Context: an optimization exercise on an open-source flow, tuned for small area, a short achievable clock period and few clock cycles per item. The choices shown serve that exercise and are no tape-out recipe.
Only simulation tests tie the RTL to the original design; equivalence was not proved.
No activity file was given, so power comes from the tool's default toggle rates.

==> v31: inputs <==
## deauth_burst_threat_scorer_top
module deauth_burst_threat_scorer_top #(
    parameter int SOURCE_SLOTS = 32,
    parameter int COUNT_BITS = 16
) (
    input  logic              clk,
    input  logic              rst_n,
    input  logic              start,
    output logic              busy,
    output logic              done,
    input  logic              cfg_we,
    input  logic [2:0]        cfg_index,
    input  logic [31:0]       cfg_data,
    input  logic [1:0]        opcode,
    input  logic [31:0]       time_ms,
    input  logic [47:0]       source_mac,
    input  logic [47:0]       dest_mac,
    input  logic [7:0]        frame_control_low,
    input  logic signed [7:0] signal_dbm,
    input  logic              analysis_enabled,
    output logic [4:0]        score,
    output logic [1:0]        level,
    output logic [1:0]        frame_status,
    output logic [7:0]        points_raised
);
    localparam int N  = SOURCE_SLOTS;
    localparam int CW = COUNT_BITS;
    localparam int IW = $clog2(N);
    localparam int NW = IW + 1;
    localparam logic [CW-1:0] CMAX = '1;
    function automatic logic in_window(input logic [31:0] x, input logic [31:0] t,
                                       input logic [31:0] lo, input logic wrap);
        logic le, ge;
        le = x <= t;
        ge = x >= lo;
        in_window = wrap ? (le || ge) : (le && ge);
    endfunction
    logic [31:0]   window_reg, decay_reg;
    logic [CW-1:0] caut_cnt_reg, alert_cnt_reg, bcast_cnt_reg;
    logic [4:0]    ceil_reg, caut_sc_reg, alert_sc_reg;
    logic [CW-1:0] caut_m1, alert_m1, bcast_m1;
    logic          caut_z, alert_z, bcast_z, caut_le1, alert_le1, bcast_le1;
    logic          cnt_cfg_wr;
    assign cnt_cfg_wr = cfg_we && (cfg_index == dbts_pkg::REG_CAUT_CNT
                                || cfg_index == dbts_pkg::REG_ALERT_CNT
                                || cfg_index == dbts_pkg::REG_BCAST_CNT);
    always_ff @(posedge clk or negedge rst_n)
    begin
        if (!rst_n)
        begin
            window_reg    <= 32'd5000;
            caut_cnt_reg  <= 16'd8;
            alert_cnt_reg <= 16'd20;
            bcast_cnt_reg <= 16'd5;
            ceil_reg      <= 5'd20;
            caut_sc_reg   <= 5'd3;
            alert_sc_reg  <= 5'd6;
  ...
make LEC_CHECK=0 ABC_CLOCK_PERIOD_IN_PS=3000 CAP_MARGIN=20 CORE_MARGIN=2 CORE_UTILIZATION=40 SETUP_SLACK_MARGIN=4.5 SLEW_MARGIN=20 TNS_END_PERCENT=0 finish   # period 8.0 ns
run.sh (not shown) runs the stock make flow with config.mk's settings and CLKGATE_MAP_FILE= SYNTH_SCRIPT=/design/flow/synth_recipe.tcl, a recipe that flattens the netlist after the stock synthesis.
==> inputs of v2, as changes to v31 <==
--- a/flow/design.v
+++ b/flow/design.v
@@ -159,44 +159,48 @@
               && (frame_control_low[7:4] == dbts_pkg::SUB_DISASSOC
                || frame_control_low[7:4] == dbts_pkg::SUB_DEAUTH);
         en0   <= analysis_enabled;
     end
     logic [47:0]   src_tab [N];
     logic [NW-1:0] n_reg;           
     logic [47:0]   src1;
-    logic          v1, frame1, tick1, clear1, nonframe1, b1, en1, same1, wrap1, dwrap1;
-    logic [N-1:0]  m1;
-    logic [31:0]   t1, lo1, dlo1;
+    logic          v1, frame1, tick1, clear1, nonframe1, b1, en1, same1_lo, same1_hi, same1;
+    logic [N-1:0]  m1_lo, m1_hi, m1;
+    logic [31:0]   t1;
     always_ff @(posedge clk or negedge rst_n)
     begin
         if (!rst_n) v1 <= 1'b0;
         else        v1 <= v0;
     end
     always_ff @(posedge clk)
     begin
         for (int k = 0; k < N; k++)
-            m1[k] <= (NW'(k) < n_reg) && (src_tab[k] == src0);
-        same1     <= src0 == src1;
+        begin
+            m1_lo[k] <= (NW'(k) < n_reg) && (src_tab[k][23:0] == src0[23:0]);
+            m1_hi[k] <= src_tab[k][47:24] == src0[47:24];
+        end
+        same1_lo  <= src0[23:0] == src1[23:0];
+        same1_hi  <= src0[47:24] == src1[47:24];
         src1      <= src0;
         frame1    <= op0 == dbts_pkg::OP_FRAME && pass0;
         nonframe1 <= op0 != dbts_pkg::OP_FRAME;
         tick1     <= op0 == dbts_pkg::OP_TICK;
         clear1    <= op0 == dbts_pkg::OP_CLEAR;
         b1        <= b0;
         en1       <= en0;
         t1        <= t0;
-        {wrap1, lo1}   <= {1'b0, t0} - {1'b0, window_reg};
-        {dwrap1, dlo1} <= {1'b0, t0} - {1'b0, decay_reg};
     end
     logic          v2, upd2, tick2, clear2, walk2, new2, b2, en2, wrap2, dwrap2;
     logic [1:0]    st2;
     logic [N-1:0]  sel2;
     logic [31:0]   t2, lo2, dlo2;
     logic          fwdnew, hit1, full1, alloc1;
     logic [N-1:0]  sel1;
+    assign m1     = m1_lo & m1_hi;
+    assign same1  = same1_lo && same1_hi;
     assign fwdnew = same1 && new2;
     assign hit1   = (|m1) || fwdnew;
     assign full1  = n_reg[NW-1];
     assign alloc1 = v1 && frame1 && !hit1 && !full1;
     always_comb
     begin
         for (int k = 0; k < N; k++)
@@ -230,42 +234,41 @@
         sel2   <= sel1;
         tick2  <= tick1;
         clear2 <= clear1;
         walk2  <= walk_reg;
         b2     <= b1;
         en2    <= en1;
         t2     <= t1;
-        lo2    <= lo1;
-        wrap2  <= wrap1;
-        dlo2   <= dlo1;
-        dwrap2 <= dwrap1;
+        {wrap2, lo2}   <= {1'b0, t1} - {1'b0, window_reg};
+        {dwrap2, dlo2} <= {1'b0, t1} - {1'b0, decay_reg};
         if (nonframe1)               st2 <= dbts_pkg::ST_NOFRAME;
         else if (!frame1)            st2 <= dbts_pkg::ST_FILTERED;
         else if (hit1 || !full1)     st2 <= dbts_pkg::ST_COUNTED;
         else                         st2 <= dbts_pkg::ST_FULL;
     end
     logic [CW-1:0] fc [N];
     logic [CW-1:0] bc [N];
     logic [31:0]   ws [N];
     logic [N-1:0]  fla, flc, flb;   
     logic [N-1:0]  sel3, inw3;
     logic          upd3, new3, roll4;
     logic [31:0]   t3;
     logic          inw_fwd2;
-    logic [N-1:0]  inw2;
+    logic [N-1:0]  cmp2, fsel2;
     logic [CW-1:0] fcr2, bcr2;
     logic          fwd2;
     assign inw_fwd2 = in_window(t3, t2, lo2, wrap2);
     always_comb
     begin
         fcr2 = '0;
         bcr2 = '0;
         for (int k = 0; k < N; k++)
         begin
-            inw2[k] = (upd3 && sel3[k] && roll4) ? inw_fwd2 : in_window(ws[k], t2, lo2, wrap2);
+            fsel2[k] = upd3 && sel3[k] && roll4;
+            cmp2[k]  = in_window(ws[k], t2, lo2, wrap2);
             fcr2 = fcr2 | (fc[k] & {CW{sel2[k]}});
             bcr2 = bcr2 | (bc[k] & {CW{sel2[k]}});
         end
     end
     assign fwd2 = upd2 && upd3 && |(sel2 & sel3);
     logic [31:0] last_decay_reg;
     logic        elapsed2, dle, dgt;
@@ -273,15 +276,17 @@
     assign dgt = last_decay_reg > dlo2;
     assign elapsed2 = !(dwrap2 ? (dle || dgt) : (dle && dgt));
     always_ff @(posedge clk or negedge rst_n)
     begin
         if (!rst_n) last_decay_reg <= '0;
         else if (v2 && tick2 && elapsed2) last_decay_reg <= t2;
     end
-    logic          v3, tick3, clear3, walk3, b3, en3, el3, fwd3;
+    logic          v3, tick3, clear3, walk3, b3, en3, el3, fwd3, fval3;
+    logic [N-1:0]  cmp3, fsel3;
+    assign inw3 = (fsel3 & {N{fval3}}) | (~fsel3 & cmp3);
     logic [1:0]    st3;
     logic [CW-1:0] fcr3, bcr3;
     always_ff @(posedge clk or negedge rst_n)
     begin
         if (!rst_n)
         begin
             v3   <= 1'b0;
@@ -297,15 +302,17 @@
     end
     always_ff @(posedge clk)
     begin
         tick3  <= tick2;
         clear3 <= clear2;
         walk3  <= walk2;
         sel3   <= sel2;
-        inw3   <= inw2;
+        cmp3   <= cmp2;
+        fsel3  <= fsel2;
+        fval3  <= inw_fwd2;
         fcr3   <= fcr2;
         bcr3   <= bcr2;
         fwd3   <= fwd2;
         b3     <= b2;
         en3    <= en2;
         el3    <= elapsed2;
         st3    <= st2;
@@ -461,44 +468,75 @@
         tick7  <= tick6;
         clear7 <= clear6;
         en7    <= en6;
         el7    <= el6;
         st7    <= st6;
         s7     <= {sa6, 2'b00} + {1'b0, sc6, 1'b0} + {2'b00, sb6};
     end
-    logic [4:0] score_reg;
-    logic [5:0] sc_add;
-    logic [4:0] sc_inc, sc_dec;
-    assign sc_add = {1'b0, score_reg} + {1'b0, s7[4:0]};
-    assign sc_inc = (s7 == 8'd0) ? score_reg
-                  : ((|s7[7:5]) || sc_add > {1'b0, ceil_reg}) ? ceil_reg : sc_add[4:0];
-    assign sc_dec = (el7 && sc_inc != 5'd0) ? sc_inc - 5'd1 : sc_inc;
-    logic        v8, tick8, en8;
+    logic [7:0] q7;
+    logic [4:0] ce7;
+    logic       cz7;
+    assign cz7 = ceil_reg == 5'd0;
+    assign ce7 = ceil_reg - {4'd0, el7 && !cz7};
+    assign q7  = s7 - {7'd0, el7};
+    logic        v8, tick8, clear8, en8, el8, nz8, sat8;
     logic [1:0]  st8;
     logic [7:0]  s8;
+    logic [4:0]  q8, h8, ce8;
+    always_ff @(posedge clk or negedge rst_n)
+    begin
+        if (!rst_n) v8 <= 1'b0;
+        else        v8 <= v7;
+    end
+    always_ff @(posedge clk)
+    begin
+        tick8  <= tick7;
+        clear8 <= clear7;
+        en8    <= en7;
+        el8    <= el7;
+        st8    <= st7;
+        s8     <= s7;
+        nz8    <= s7 != 8'd0;
+        sat8   <= q7 > {3'd0, ce7};
+        q8     <= q7[4:0];
+        h8     <= ce7 - q7[4:0];
+        ce8    <= ce7;
+    end
+    logic [4:0] score_reg;
+    logic [4:0] sc_new;
+    always_comb
+    begin
+        if (nz8)
+            sc_new = (sat8 || score_reg > h8) ? ce8 : score_reg + q8;
+        else
+            sc_new = (el8 && score_reg != 5'd0) ? score_reg - 5'd1 : score_reg;
+    end
+    logic        v9, tick9, en9;
+    logic [1:0]  st9;
+    logic [7:0]  s9;
     always_ff @(posedge clk or negedge rst_n)
     begin
         if (!rst_n)
         begin
             score_reg <= '0;
-            v8        <= 1'b0;
+            v9        <= 1'b0;
         end
         else
         begin
-            v8 <= v7;
-            if (v7 && tick7)       score_reg <= sc_dec;
-            else if (v7 && clear7) score_reg <= '0;
+            v9 <= v8;
+            if (v8 && tick8)       score_reg <= sc_new;
+            else if (v8 && clear8) score_reg <= '0;
         end
     end
     always_ff @(posedge clk)
     begin
-        tick8 <= tick7;
-        en8   <= en7;
-        st8   <= st7;
-        s8    <= s7;
+        tick9 <= tick8;
+        en9   <= en8;
+        st9   <= st8;
+        s9    <= s8;
     end
     logic [4:0] score_out;
     logic [1:0] level_reg;
     logic       done_reg;
     logic [1:0] status_reg;
     logic [7:0] raised_reg;
     always_ff @(posedge clk or negedge rst_n)
@@ -506,29 +544,29 @@
         if (!rst_n)
         begin
             level_reg <= '0;
             done_reg  <= 1'b0;
         end
         else
         begin
-            done_reg <= v8;
-            if (v8 && tick8)
+            done_reg <= v9;
+            if (v9 && tick9)
             begin
-                if (!en8)                           level_reg <= 2'd0;
+                if (!en9)                           level_reg <= 2'd0;
                 else if (score_reg >= alert_sc_reg) level_reg <= 2'd3;
                 else if (score_reg >= caut_sc_reg)  level_reg <= 2'd2;
                 else                                level_reg <= 2'd1;
             end
         end
     end
     always_ff @(posedge clk)
     begin
         score_out  <= score_reg;
-        status_reg <= st8;
-        raised_reg <= tick8 ? s8 : 8'd0;
+        status_reg <= st9;
+        raised_reg <= tick9 ? s9 : 8'd0;
     end
     assign done          = done_reg;
     assign score         = score_out;
     assign level         = level_reg;
     assign frame_status  = status_reg;
     assign points_raised = raised_reg;
 endmodule
Settings changed: CTS_CLUSTER_DIAMETER set to 150, CTS_CLUSTER_SIZE set to 20, TNS_END_PERCENT 0 to 20.
==> notes <==
Sequential power is about the same in v31 and v2. Between v31 and v2, the lower wire length is in v2 (gap 6.6%, measured against v2). Between v31 and v2, the lower count of clock-buffer cells in the layout is in v2 (gap 192). Area after synthesis: v2 is higher than v31 (about 0.7%). Of v31 and v2, v31 has the higher core utilization (gap 1.6 points). Power: v31 is larger than v2 (13%).
Testbench counts of v31, summed over its fixed seeds: cycles 12,072, items 12,000.
Testbench counts of v2, summed over its fixed seeds: cycles 12,080, items 12,000.

-- afterwards: timing with drivers on the ports --
In the flow no input, the clock included, has a driving cell. The finished layouts below were timed again as built, in two steps. Step 1 (the two cells are an assumption about what drives the block):
set clk [get_ports {clk}]
set_driving_cell -lib_cell sky130_fd_sc_hd__clkbuf_16 $clk
set_driving_cell -lib_cell sky130_fd_sc_hd__buf_2 [delete_from_list [all_inputs] $clk]
Step 2 adds t to the input delays and takes it off the output delays; t is the mean of the earliest and latest rising clock arrival at the registers after step 1. Input paths then give back, and output paths get back, about the clock's delay inside the block. Slacks: no drivers / after step 1 / after step 2; pairs: no drivers / after step 1.
run | t (ns) | slack for setup (ns) | hold WS [ns] | worst data-port slew with drivers (ns) | pins driven straight from the clock port
v31 | 1.182 | 4.076 / 4.076 / 3.286 | 0.309 / 0.309 / 0.309 | 0.28 | 1
v2 | 1.118 | 4.371 / 4.303 / 3.295 | 0.312 / 0.312 / 0.312 | 0.16 | 1
After both steps every run listed still meets setup and hold. For v2, which loses most, drivers alone change the setup slack by -0.068 ns; drivers and shift together by -1.076 ns.
